This design comes from an exercise in tuning for small area, a short achievable clock period and few clock cycles per item on the open sky130 flow, not from production work. Power and IR drop assume default switching activity.

v6:
==> flow/design.v <==
package dnsqeab_pkg;
  localparam int MaxQueryBytes = 512;
  localparam int CountWidth    = $clog2(MaxQueryBytes + 1);
  localparam logic [15:0] QtypeA    = 16'h0001;
  localparam logic [15:0] QtypeAaaa = 16'h001C;
  localparam logic [15:0] ResetReplyFlags = 16'h8180;
  localparam logic [31:0] ResetAnswerTtl  = 32'd30;
  localparam logic CfgReplyFlags = 1'b0;
  localparam logic CfgAnswerTtl  = 1'b1;
  localparam logic [2:0] PhHeader  = 3'd0;
  localparam logic [2:0] PhLen     = 3'd1;
  localparam logic [2:0] PhBody    = 3'd2;
  localparam logic [2:0] PhTypeHi  = 3'd3;
  localparam logic [2:0] PhTypeLo  = 3'd4;
  localparam logic [2:0] PhClassHi = 3'd5;
  localparam logic [2:0] PhClassLo = 3'd6;
  localparam logic [2:0] PhDrop    = 3'd7;
  localparam logic [4:0] RecFirst   = 5'd4;
  localparam logic [4:0] RecDlenLo  = 5'd15;
  localparam logic [4:0] RecV4Addr  = 5'd28;
endpackage
module dns_query_echo_answer_builder_unit (
  input  logic        clk,
  input  logic        rst,
  input  logic        cfg_write,
  input  logic        cfg_index,
  input  logic [31:0] cfg_data,
  input  logic        in_valid,
  output logic        in_stall,
  input  logic [7:0]  query_byte,
  input  logic        query_last,
  input  logic        client_is_v6,
  input  logic [63:0] client_addr_hi,
  input  logic [63:0] client_addr_lo,
  output logic        out_valid,
  input  logic        out_stall,
  output logic [7:0]  reply_byte,
  output logic        reply_last,
  output logic        reply_error
);
  logic [15:0] reply_flags;
  logic [31:0] answer_ttl;
  always_ff @(posedge clk) begin
    if (rst) begin
      reply_flags <= dnsqeab_pkg::ResetReplyFlags;
      answer_ttl  <= dnsqeab_pkg::ResetAnswerTtl;
    end else if (cfg_write) begin
      if (cfg_index == dnsqeab_pkg::CfgReplyFlags) reply_flags <= cfg_data[15:0];
      else                                         answer_ttl  <= cfg_data;
    end
  end
  logic [2:0]            phase;
  logic [2:0]            phase_next;
  logic [dnsqeab_pkg::CountWidth-1:0] count;       
  logic [7:0]            label_pos;   
  logic                  stall_q;
  logic                  skid_valid;
  logic                  accept;
  logic                  produce;
  logic                  err;
  logic                  has_rec;
  logic                  push;
  logic [7:0]            e_data;
  logic                  e_last;
  logic                  e_rec;
  logic [7:0]            hdr_const;
  logic                  hdr_over;
  logic                  at_class_lo;
  assign in_stall    = stall_q;
  assign accept      = in_valid && !stall_q;
  assign produce     = (phase != dnsqeab_pkg::PhDrop);
  assign push        = accept && produce;
  assign at_class_lo = (phase == dnsqeab_pkg::PhClassLo);
  assign err         = count[dnsqeab_pkg::CountWidth-1] || (query_last && !at_class_lo);
  logic [7:0]   qtype_hi, qtype_lo, class_hi;
  logic [63:0]  addr_hi, addr_lo;
  logic         cap_v6;
  logic         is_aaaa, is_a;
  assign is_aaaa = ({qtype_hi, qtype_lo} == dnsqeab_pkg::QtypeAaaa);
  assign is_a    = ({qtype_hi, qtype_lo} == dnsqeab_pkg::QtypeA);
  assign has_rec = !client_is_v6 || is_aaaa;
  assign hdr_over  = (phase == dnsqeab_pkg::PhHeader) && !count[3] && count[1];
  assign hdr_const = count[2] ? {7'd0, count[0]}
                              : (count[0] ? reply_flags[7:0] : reply_flags[15:8]);
  always_comb begin
    if (err)           e_data = 8'h00;
    else if (hdr_over) e_data = hdr_const;
    else               e_data = query_byte;
  end
  assign e_last = err || (at_class_lo && !has_rec);
  assign e_rec  = !err && at_class_lo && has_rec;
  always_ff @(posedge clk) begin
    if (phase == dnsqeab_pkg::PhTypeHi)  qtype_hi <= query_byte;
    if (phase == dnsqeab_pkg::PhTypeLo)  qtype_lo <= query_byte;
    if (phase == dnsqeab_pkg::PhClassHi) class_hi <= query_byte;
    if (at_class_lo) begin
      addr_hi <= client_addr_hi;
      addr_lo <= client_addr_lo;
      cap_v6  <= client_is_v6;
    end
  end
  always_comb begin
    phase_next = phase;
    if (accept) begin
      if (query_last) begin
        phase_next = dnsqeab_pkg::PhHeader;
      end else if (produce) begin
        if (err) begin
          phase_next = dnsqeab_pkg::PhDrop;
        end else begin
          case (phase)
            dnsqeab_pkg::PhHeader:  if (count[3:0] == 4'd11) phase_next = dnsqeab_pkg::PhLen;
            dnsqeab_pkg::PhLen:     phase_next = (query_byte == 8'h00) ? dnsqeab_pkg::PhTypeHi
                                                                       : dnsqeab_pkg::PhBody;
            dnsqeab_pkg::PhBody:    if (label_pos == 8'd1) phase_next = dnsqeab_pkg::PhLen;
            dnsqeab_pkg::PhTypeHi:  phase_next = dnsqeab_pkg::PhTypeLo;
            dnsqeab_pkg::PhTypeLo:  phase_next = dnsqeab_pkg::PhClassHi;
            dnsqeab_pkg::PhClassHi: phase_next = dnsqeab_pkg::PhClassLo;
            default:                phase_next = dnsqeab_pkg::PhDrop;
          endcase
        end
      end
    end
  end
  always_ff @(posedge clk) begin
    if (rst) begin
      phase <= dnsqeab_pkg::PhHeader;
      count <= '0;
    end else begin
      phase <= phase_next;
      if (accept) begin
        if (query_last)   count <= '0;
        else if (produce) count <= count + 1'b1;
      end
    end
  end
  logic       rec_active;
  logic       rec_active_next;
  logic       skid_valid_next;
  logic [7:0] skid_data;
  logic       skid_last, skid_err, skid_rec;
  logic       advance;
  logic       rec_start;
  logic [4:0] rec_pos;
  logic [7:0] rec_byte;
  logic       rec_end;
  logic [3:0] ai;
  logic [7:0] addr_byte;
  logic [127:0] addr_all;
  assign advance   = !out_valid || !out_stall;
  assign rec_pos   = label_pos[4:0];
  assign rec_start = advance && !rec_active && (skid_valid ? skid_rec : (push && e_rec));
  assign ai        = rec_pos[3:0];
  assign addr_all  = {addr_hi, addr_lo};
  always_comb begin
    addr_byte = addr_all[8*(15 - ai) +: 8];
    if (!cap_v6 && ai < 4'd12) addr_byte = (ai >= 4'd10) ? 8'hFF : 8'h00;
  end
  always_comb begin
    if (rec_pos[4]) begin
      rec_byte = addr_byte;
    end else begin
      case (rec_pos[3:0])
        4'd4:    rec_byte = 8'hC0;
        4'd5:    rec_byte = 8'h0C;
        4'd6:    rec_byte = qtype_hi;
        4'd7:    rec_byte = qtype_lo;
        4'd8:    rec_byte = class_hi;
        4'd9:    rec_byte = skid_data;
        4'd10:   rec_byte = answer_ttl[31:24];
        4'd11:   rec_byte = answer_ttl[23:16];
        4'd12:   rec_byte = answer_ttl[15:8];
        4'd13:   rec_byte = answer_ttl[7:0];
        4'd15:   rec_byte = (is_a && !cap_v6) ? 8'h04 : (is_aaaa ? 8'h10 : 8'h00);
        default: rec_byte = 8'h00;
      endcase
    end
  end
  assign rec_end = (rec_pos == 5'd31) ||
                   ((rec_pos == dnsqeab_pkg::RecDlenLo) && !(is_a && !cap_v6) && !is_aaaa);
  always_ff @(posedge clk) begin
    if (rec_active) begin
      if (advance) begin
        label_pos <= {3'd0, ((rec_pos == dnsqeab_pkg::RecDlenLo) && is_a && !cap_v6)
                            ? dnsqeab_pkg::RecV4Addr : rec_pos + 1'b1};
      end
    end else if (phase == dnsqeab_pkg::PhLen) begin
      label_pos <= query_byte;
    end else if (phase == dnsqeab_pkg::PhBody) begin
      if (accept) label_pos <= label_pos - 1'b1;
    end else begin
      label_pos <= {3'd0, dnsqeab_pkg::RecFirst};
    end
  end
  always_ff @(posedge clk) begin
    if (!skid_valid && !rec_active) begin
      skid_data <= e_data;
      skid_last <= e_last;
      skid_err  <= err;
      skid_rec  <= e_rec;
    end
  end
  always_ff @(posedge clk) begin
    if (advance) begin
      if (rec_active) begin
        reply_byte  <= rec_byte;
        reply_last  <= rec_end;
        reply_error <= 1'b0;
      end else if (skid_valid) begin
        reply_byte  <= skid_data;
        reply_last  <= skid_last;
        reply_error <= skid_err;
      end else begin
        reply_byte  <= e_data;
        reply_last  <= e_last;
        reply_error <= err;
      end
    end
  end
  always_comb begin
    skid_valid_next = skid_valid;
    if (!skid_valid) skid_valid_next = push && (!advance || rec_active);
    else if (advance && !rec_active) skid_valid_next = 1'b0;
    rec_active_next = rec_active;
    if (advance) begin
      if (rec_start) rec_active_next = 1'b1;
      else if (rec_active && rec_end) rec_active_next = 1'b0;
    end
  end
  always_ff @(posedge clk) begin
    if (rst) begin
      out_valid  <= 1'b0;
      skid_valid <= 1'b0;
      rec_active <= 1'b0;
      stall_q    <= 1'b0;
    end else begin
      skid_valid <= skid_valid_next;
      rec_active <= rec_active_next;
      stall_q    <= skid_valid_next || (rec_active_next && (phase_next != dnsqeab_pkg::PhDrop));
      if (advance) out_valid <= rec_active || skid_valid || push;
    end
  end
endmodule
Settings: LEC_CHECK=0, CAP_MARGIN=20, CORE_MARGIN=2, CORE_UTILIZATION=60, CTS_BUF_LIST=sky130_fd_sc_hd__clkbuf_16, CTS_CLUSTER_DIAMETER=80, CTS_CLUSTER_SIZE=30, SETUP_SLACK_MARGIN=4.0, SLEW_MARGIN=20, TNS_END_PERCENT=0; clock period 6.0 ns.
standard.sh (not shown) runs the stock make flow with config.mk's settings and CLKGATE_MAP_FILE= SYNTH_SCRIPT=/design/flow/synth_recipe.tcl, a recipe that flattens the netlist after the stock synthesis.
==> flow/flow/run.sh <==
#!/bin/bash
# The standard ORFS layout (the standard.sh), with two changes:
#  - plain buffers (buf_1, sized up later by repair) on the input and output
#    ports instead of the delay cell that buffer_ports picks by default;
#  - clock tree synthesis without dummy loads (same clustering and buffer
#    settings as config.mk).
# make's full output goes to flow_standard.log; ORFS keeps each step's log
# under orfs/logs/.
set -euo pipefail
export BUFFER_PORTS_ARGS="-buffer_cell sky130_fd_sc_hd__buf_1"
export CTS_ARGS="-sink_clustering_enable -repair_clock_nets -sink_clustering_size 30 -sink_clustering_max_diameter 80 -buf_list sky130_fd_sc_hd__clkbuf_16 -dont_use_dummy_load"
bash standard.sh finish > flow_standard.log 2>&1
[inputs] v7 vs v6
--- a/flow/design.v
+++ b/flow/design.v
@@ -76,8 +76,7 @@
   logic [63:0]  addr_hi, addr_lo;
   logic         cap_v6;
-  logic         is_aaaa, is_a;
-  assign is_aaaa = ({qtype_hi, qtype_lo} == dnsqeab_pkg::QtypeAaaa);
-  assign is_a    = ({qtype_hi, qtype_lo} == dnsqeab_pkg::QtypeA);
-  assign has_rec = !client_is_v6 || is_aaaa;
+  logic         cap_a;      
+  logic         cap_aaaa;   
+  assign has_rec = !client_is_v6 || ({qtype_hi, qtype_lo} == dnsqeab_pkg::QtypeAaaa);
   assign hdr_over  = (phase == dnsqeab_pkg::PhHeader) && !count[3] && count[1];
   assign hdr_const = count[2] ? {7'd0, count[0]}
@@ -97,5 +96,7 @@
       addr_hi <= client_addr_hi;
       addr_lo <= client_addr_lo;
-      cap_v6  <= client_is_v6;
+      cap_v6   <= client_is_v6;
+      cap_a    <= !client_is_v6 && ({qtype_hi, qtype_lo} == dnsqeab_pkg::QtypeA);
+      cap_aaaa <= ({qtype_hi, qtype_lo} == dnsqeab_pkg::QtypeAaaa);
     end
   end
@@ -138,4 +139,5 @@
   logic       rec_active_next;
   logic       skid_valid_next;
+  logic       stall_next;
   logic [7:0] skid_data;
   logic       skid_last, skid_err, skid_rec;
@@ -172,5 +174,5 @@
         4'd12:   rec_byte = answer_ttl[15:8];
         4'd13:   rec_byte = answer_ttl[7:0];
-        4'd15:   rec_byte = (is_a && !cap_v6) ? 8'h04 : (is_aaaa ? 8'h10 : 8'h00);
+        4'd15:   rec_byte = cap_a ? 8'h04 : (cap_aaaa ? 8'h10 : 8'h00);
         default: rec_byte = 8'h00;
       endcase
@@ -178,17 +180,15 @@
   end
   assign rec_end = (rec_pos == 5'd31) ||
-                   ((rec_pos == dnsqeab_pkg::RecDlenLo) && !(is_a && !cap_v6) && !is_aaaa);
-  always_ff @(posedge clk) begin
-    if (rec_active) begin
-      if (advance) begin
-        label_pos <= {3'd0, ((rec_pos == dnsqeab_pkg::RecDlenLo) && is_a && !cap_v6)
-                            ? dnsqeab_pkg::RecV4Addr : rec_pos + 1'b1};
-      end
-    end else if (phase == dnsqeab_pkg::PhLen) begin
+                   ((rec_pos == dnsqeab_pkg::RecDlenLo) && !cap_a && !cap_aaaa);
+  always_ff @(posedge clk) begin
+    if (rec_start) begin
+      label_pos <= {3'd0, dnsqeab_pkg::RecFirst};
+    end else if (advance && rec_active) begin
+      label_pos <= {3'd0, ((rec_pos == dnsqeab_pkg::RecDlenLo) && cap_a)
+                          ? dnsqeab_pkg::RecV4Addr : rec_pos + 1'b1};
+    end else if (accept && (phase == dnsqeab_pkg::PhLen)) begin
       label_pos <= query_byte;
-    end else if (phase == dnsqeab_pkg::PhBody) begin
-      if (accept) label_pos <= label_pos - 1'b1;
-    end else begin
-      label_pos <= {3'd0, dnsqeab_pkg::RecFirst};
+    end else if (accept && (phase == dnsqeab_pkg::PhBody)) begin
+      label_pos <= label_pos - 1'b1;
     end
   end
@@ -228,4 +228,15 @@
     end
   end
+  always_comb begin
+    if (stall_q) begin
+      if (skid_valid) stall_next = !advance || (skid_rec && produce);
+      else            stall_next = !(advance && rec_end);
+    end else if (in_valid) begin
+      if (rec_active) stall_next = query_last && !(advance && rec_end);
+      else            stall_next = produce && (!advance || (e_rec && query_last));
+    end else begin
+      stall_next = 1'b0;
+    end
+  end
   always_ff @(posedge clk) begin
     if (rst) begin
@@ -237,5 +248,5 @@
       skid_valid <= skid_valid_next;
       rec_active <= rec_active_next;
-      stall_q    <= skid_valid_next || (rec_active_next && (phase_next != dnsqeab_pkg::PhDrop));
+      stall_q    <= stall_next;
       if (advance) out_valid <= rec_active || skid_valid || push;
     end
--- outcome ---
- Compared with v6, v7 shows a flip-flop and latch count that is about 0.8% higher.
- v7 ends up with a share of final-layout standard cells stronger than drive strength 1 that is 3.8 points higher than in v6.
- Setup slack at placement in v7 is 0.064 ns below v6.
- The maximum cell stage delay along the critical path of v7 is lower than that of v6.
- [v7] share of the synthesized area in compound gates (AO/OA/AOI/OAI) rose 0.80 points relative to v6
- Setup slack: v7 more than v6
- The mean instance size in the synthesized netlist reported for v7 is smaller than that of v6 by 2.4%.
- Looking at count of filler cells inserted in the layout, v7 sits above v6.
- From v6 to v7 the numbers moved as follows: ratio of final minimum period to clock period down 1.5 points, placement row count up about 2%, routed wire length up 7.8%.
- [compare] base=v6 new=v7: routed via count divided by cell count climbed 0.11; final critical path time including I/O delays and setup dropped 0.090 ns; total power consumption of the routed design increased about 8%.
Function was not checked in any run of this note: the RTL went through the layout flow alone.

[separate check: timing with driven ports]
The results above use ideal ports. As a check the final layouts listed here were re-extracted and re-timed, cells and wires unchanged.
Step 1: set_driving_cell puts a clkbuf_16 on clk and a buf_2 on each other input, an assumption about the parent block.
Step 2, shift: input delay + t, output delay - t, t = (earliest + latest rising clock arrival at the registers) / 2. This alone moves slack from input paths to output paths.
Three values: ideal, step 1, step 2; two values: the first two.
run | t, ns | slack for setup (ns) | worst slew at a driven data input, ns | pins driven straight from the clock port
v6 | 0.511 | 3.621 / 3.621 / 3.179 | 0.05 | 1
v7 | 0.520 | 3.711 / 3.666 / 3.271 | 0.04 | 1
After both steps setup and hold are still met in every run listed. For v6, which loses most, drivers alone change the setup slack by 0.000 ns; drivers and shift together by -0.442 ns.
